Source: an optimization exercise on an open RTL-to-GDS flow (aim: small area, a short achievable clock period and few clock cycles per item). Production flows keep margins and buffers that such runs may drop. At most, simulation tests tie the RTL to the original design; equivalence was not proved. Power is estimated from default activity; no workload was simulated.

## xbus_filter
module xbus_filter (
    input  logic        clk,
    input  logic        arst_n,
    input  logic [65:0] in_pkt,
    input  logic [7:0]  pad_value,
    output logic        vec_wr_en,
    output logic [15:0] vec_din,
    input  logic        vec_full,
    output logic        cache_full
);
Size in the first run: ~790 cells after synthesis, about 230 flip-flops, roughly 95 I/O pins, roughly 9900 µm² of cells after synthesis.
==> flow/config.mk <==
export PLATFORM = sky130hd
export DESIGN_NAME = xbus_filter
export DESIGN_NICKNAME = xbus_filter
export VERILOG_FILES = /design/flow/design.v
export SDC_FILE = /design/flow/constraint.sdc
export NUM_CORES = 4
export LEC_CHECK = 0
export CAP_MARGIN = 20
export CORE_MARGIN = 2
export CORE_UTILIZATION = 40
export CTS_BUF_LIST = sky130_fd_sc_hd__clkbuf_4
export SETUP_SLACK_MARGIN = 2.8
export SLEW_MARGIN = 20
==> flow/constraint.sdc <==
create_clock -name core_clock -period 4.5 [get_ports {clk}]
set_input_delay 0.9000 -clock core_clock [delete_from_list [all_inputs] [get_ports {clk}]]
set_output_delay 0.9000 -clock core_clock [all_outputs]
set_load 0.01 [all_outputs]
run.sh (not shown) runs the stock make flow with config.mk's settings and CLKGATE_MAP_FILE= SYNTH_SCRIPT=/design/flow/synth_recipe.tcl, a recipe that flattens the netlist after the stock synthesis.
The starting point completed without violations.
Testbench counts at the start, summed over its fixed seeds: cycles 4,179, windows 384.
Then changed:
==> flow/flow/run.sh (new file) <==
#!/bin/bash
# Standard ORFS layout with two changes: the port buffers start as buf_1
# (the resizer still upsizes the ones on critical paths) and CTS inserts no
# dummy loads. Each tool's output goes to its own log in the work folder.
set -euo pipefail
bash standard.sh \
  'BUFFER_PORTS_ARGS=-buffer_cell sky130_fd_sc_hd__buf_1' \
  'CTS_ARGS=-sink_clustering_enable -repair_clock_nets -dont_use_dummy_load -buf_list sky130_fd_sc_hd__clkbuf_4' \
  MATCH_CELL_FOOTPRINT=0 \
  finish > make_finish.log 2>&1
==> flow/standard.sh (new file) <==
#!/bin/bash
# synth_recipe.tcl (not shown) runs the flow's synth.tcl, then flattens the netlist and writes it again
# the make line also repeats each setting of config.mk as NAME=value (left out here)
make -C /OpenROAD-flow-scripts/flow DESIGN_CONFIG=/design/flow/config.mk WORK_HOME=/design/flow/orfs CLKGATE_MAP_FILE= SYNTH_SCRIPT=/design/flow/synth_recipe.tcl "${@:-finish}"
--- a/flow/config.mk
+++ b/flow/config.mk
@@ -11,3 +11,3 @@
 export CTS_BUF_LIST = sky130_fd_sc_hd__clkbuf_4
-export SETUP_SLACK_MARGIN = 2.8
+export SETUP_SLACK_MARGIN = 2.5
 export SLEW_MARGIN = 20
removed: flow/run.sh
Clock-buffer cell count goes down by 41. Cell count goes down by 5.9%. Sequential share of layout area increases by 6.0 points. Final area is lower by 11%. Utilization fell by 6.3 points. Hold slack improved by 0.16 ns. Total power shrinks by 13%. Global-route usage is lower by 1.5 points. Via count came out lower by 3.4%. First-iteration DRC count goes down by 6.3%. Setup slack gets better by 0.12 ns.
Then changed:
==> flow/run.sh (new file) <==
#!/bin/bash
# synth_recipe.tcl (not shown) runs the flow's synth.tcl, then flattens the netlist and writes it again
# the make line also repeats each setting of config.mk as NAME=value (left out here)
make -C /OpenROAD-flow-scripts/flow DESIGN_CONFIG=/design/flow/config.mk WORK_HOME=/design/flow/orfs CLKGATE_MAP_FILE= SYNTH_SCRIPT=/design/flow/synth_recipe.tcl finish
removed: flow/flow/run.sh
removed: flow/standard.sh
The changed run produced a clean layout.
Setup slack gains 0.0050 ns.
Combinational power rises by 9.7%.
Maximum frequency stays flat.
Area after synthesis is unchanged.
Cell count rises by 5.3%.
Power rises by 11%.
Then changed:
==> flow/flow/run.sh (new file) <==
#!/bin/bash
# Standard ORFS layout with two changes: the port buffers start as buf_1
# (the resizer still upsizes the ones on critical paths) and CTS inserts no
# dummy loads. Each tool's output goes to its own log in the work folder.
set -euo pipefail
bash standard.sh \
  'BUFFER_PORTS_ARGS=-buffer_cell sky130_fd_sc_hd__buf_1' \
  'CTS_ARGS=-sink_clustering_enable -repair_clock_nets -dont_use_dummy_load -buf_list sky130_fd_sc_hd__clkbuf_4' \
  finish > make_finish.log 2>&1
==> flow/standard.sh (new file) <==
#!/bin/bash
# synth_recipe.tcl (not shown) runs the flow's synth.tcl, then flattens the netlist and writes it again
# the make line also repeats each setting of config.mk as NAME=value (left out here)
make -C /OpenROAD-flow-scripts/flow DESIGN_CONFIG=/design/flow/config.mk WORK_HOME=/design/flow/orfs CLKGATE_MAP_FILE= SYNTH_SCRIPT=/design/flow/synth_recipe.tcl "${@:-finish}"
removed: flow/run.sh
Outcome:
- die area does not change
- synthesized area stays the same
- global-route usage is lower by 1.0 points
- non-clock buffer count drops by 10
- first-iteration DRC count came out higher by a quarter to a third
- cell area went down by a little under a tenth
- power fell by a little under a tenth

* * *

xbus_filter, a different RTL version from the one above (not shown whole).
Size: ~810 cells after synthesis, ~230 flip-flops, roughly 0.010 mm2 of cells after synthesis.
export LEC_CHECK = 0
export CAP_MARGIN = 20
export CORE_MARGIN = 2
export CORE_UTILIZATION = 40
export CTS_BUF_LIST = sky130_fd_sc_hd__clkbuf_8
export SETUP_SLACK_MARGIN = 2.5
export SLEW_MARGIN = 20
create_clock -name core_clock -period 4.5 [get_ports {clk}]
Stock flow here: none of the scripts above is used.
Edit:
- CTS_BUF_LIST: sky130_fd_sc_hd__clkbuf_8 -> sky130_fd_sc_hd__clkbuf_4
Setup slack improves by 0.037 ns.
Cell area fell slightly.
Core utilization came out lower by 0.27 points.
Fmax came out higher slightly.
Wire length goes down slightly.
Count of clock-buffer cells in the layout rose by 47.
Clock power is lower by a few percent.
First-iteration DRC count rose by roughly a tenth.
Total power drops slightly.
Via count rises slightly.
Function was not checked in any run of this note: the RTL went through the layout flow alone.

* * *

Another version of the RTL of xbus_filter (not shown whole).
For scale: about 770 cells after synthesis, ~95 I/O pins.
export LEC_CHECK = 0
export CAP_MARGIN = 20
export CORE_MARGIN = 2
export CORE_UTILIZATION = 40
export PLACE_DENSITY = 0.7
export SETUP_SLACK_MARGIN = 2.5
export SLEW_MARGIN = 20
create_clock -name core_clock -period 4.5 [get_ports {clk}]
standard.sh (not shown) runs the stock make flow with config.mk's settings and CLKGATE_MAP_FILE= SYNTH_SCRIPT=/design/flow/synth_recipe.tcl, a recipe that flattens the netlist after the stock synthesis.
==> flow/flow/run.sh <==
#!/bin/bash
# Standard ORFS layout with two changes: the port buffers start as buf_1
# (the resizer still upsizes the ones on critical paths) and CTS uses its own
# clustering and inserts no dummy loads. Each tool's output goes to its own
# log in the work folder.
set -euo pipefail
bash standard.sh \
  'BUFFER_PORTS_ARGS=-buffer_cell sky130_fd_sc_hd__buf_1' \
  'CTS_ARGS=-sink_clustering_enable -repair_clock_nets -dont_use_dummy_load -buf_list sky130_fd_sc_hd__clkbuf_8 -root_buf sky130_fd_sc_hd__clkbuf_16 -sink_clustering_size 16 -sink_clustering_max_diameter 60' \
  MATCH_CELL_FOOTPRINT=0 \
  finish > make_finish.log 2>&1
The first run completed without violations.
Testbench counts at the start, summed over its fixed seeds: cycles 4,179, windows 384.
Change:
--- a/flow/flow/run.sh
+++ b/flow/flow/run.sh
@@ -8,3 +8,3 @@
   'BUFFER_PORTS_ARGS=-buffer_cell sky130_fd_sc_hd__buf_1' \
-  'CTS_ARGS=-sink_clustering_enable -repair_clock_nets -dont_use_dummy_load -buf_list sky130_fd_sc_hd__clkbuf_8 -root_buf sky130_fd_sc_hd__clkbuf_16 -sink_clustering_size 16 -sink_clustering_max_diameter 60' \
+  'CTS_ARGS=-sink_clustering_enable -repair_clock_nets -dont_use_dummy_load -buf_list sky130_fd_sc_hd__clkbuf_8 -sink_clustering_size 14 -sink_clustering_max_diameter 50' \
   MATCH_CELL_FOOTPRINT=0 \
=> The changed run produced a clean layout. Worst hold slack is worse by 0.0056 ns. Die area does not change. Wire length went down by 0.41%. Via count went up by 0.37%.
Change:
--- a/flow/flow/run.sh
+++ b/flow/flow/run.sh
@@ -8,3 +8,3 @@
   'BUFFER_PORTS_ARGS=-buffer_cell sky130_fd_sc_hd__buf_1' \
-  'CTS_ARGS=-sink_clustering_enable -repair_clock_nets -dont_use_dummy_load -buf_list sky130_fd_sc_hd__clkbuf_8 -sink_clustering_size 14 -sink_clustering_max_diameter 50' \
+  'CTS_ARGS=-sink_clustering_enable -repair_clock_nets -dont_use_dummy_load -buf_list {sky130_fd_sc_hd__clkbuf_4 sky130_fd_sc_hd__clkbuf_8} -sink_clustering_size 12 -sink_clustering_max_diameter 50' \
   MATCH_CELL_FOOTPRINT=0 \
--- a/flow/config.mk
+++ b/flow/config.mk
@@ -10,3 +10,2 @@
 export CORE_UTILIZATION = 40
-export PLACE_DENSITY = 0.7
 export SETUP_SLACK_MARGIN = 2.5
What happened: Via count went down by about 2%; utilization does not change; final area is unchanged; sequential power stays flat; worst hold slack loses 0.094 ns; flip-flop and latch count stays the same; clock skew drops by 0.034 ns; die area stays the same.
Change:
--- a/flow/flow/run.sh
+++ b/flow/flow/run.sh
@@ -8,3 +8,3 @@
   'BUFFER_PORTS_ARGS=-buffer_cell sky130_fd_sc_hd__buf_1' \
-  'CTS_ARGS=-sink_clustering_enable -repair_clock_nets -dont_use_dummy_load -buf_list {sky130_fd_sc_hd__clkbuf_4 sky130_fd_sc_hd__clkbuf_8} -sink_clustering_size 12 -sink_clustering_max_diameter 50' \
+  'CTS_ARGS=-sink_clustering_enable -repair_clock_nets -dont_use_dummy_load -buf_list sky130_fd_sc_hd__clkbuf_8 -sink_clustering_size 16 -sink_clustering_max_diameter 60' \
   MATCH_CELL_FOOTPRINT=0 \
--- a/flow/config.mk
+++ b/flow/config.mk
@@ -7,6 +7,7 @@
 export LEC_CHECK = 0
-export CAP_MARGIN = 20
+export CAP_MARGIN = 0
 export CORE_MARGIN = 2
 export CORE_UTILIZATION = 40
+export PLACE_DENSITY = 0.7
 export SETUP_SLACK_MARGIN = 2.5
-export SLEW_MARGIN = 20
+export SLEW_MARGIN = 0
What happened: Clock skew goes up by 0.038 ns; register-to-register slack is better by 0.08 ns; power goes down by 3.6%; clock-buffer cell count goes down by 7.

[static timing again, ports no longer ideal]
Ports are ideal in the flow. The routed layouts listed here were re-timed in OpenROAD. Step 1, drivers: a clkbuf_16 drives clk and a buf_2 each remaining input, both assumed. Step 2, shift: input delay + t, output delay - t, t = (earliest + latest rising clock arrival at the registers) / 2. This alone moves slack from input paths to output paths. Three values: ideal ports, drivers, drivers and shift; two values: the first two.
run | t (ns) | setup slack, ns | hold slack, ns
the first run of note 1 | 0.726 | 2.228 / 2.228 / 2.019 | 0.138 / 0.114 / 0.430
the second run of note 1 | 0.680 | 2.350 / 2.350 / 1.872 | 0.303 / 0.282 / 0.459
the third run of note 1 | 0.730 | 2.355 / 2.311 / 1.763 | 0.177 / 0.156 / 0.449
the fourth run of note 1 | 0.695 | 2.308 / 2.308 / 1.845 | 0.274 / 0.257 / 0.453
the first run of note 2 | 0.570 | 2.293 / 2.293 / 1.767 | 0.400 / 0.400 / 0.400
the second run of note 2 | 0.708 | 2.330 / 2.325 / 1.643 | 0.310 / 0.286 / 0.360
the first run of note 3 | 0.494 | 2.514 / 2.539 / 2.047 | 0.403 / 0.403 / 0.403
the second run of note 3 | 0.565 | 2.524 / 2.496 / 1.952 | 0.397 / 0.397 / 0.397
the third run of note 3 | 0.575 | 2.473 / 2.473 / 2.006 | 0.304 / 0.286 / 0.397
the fourth run of note 3 | 0.528 | 2.555 / 2.513 / 2.039 | 0.404 / 0.404 / 0.404
After both steps setup and hold are still met in every run listed. For the second run of note 2, which loses most, drivers alone change the setup slack by -0.005 ns; drivers and shift together by -0.687 ns.
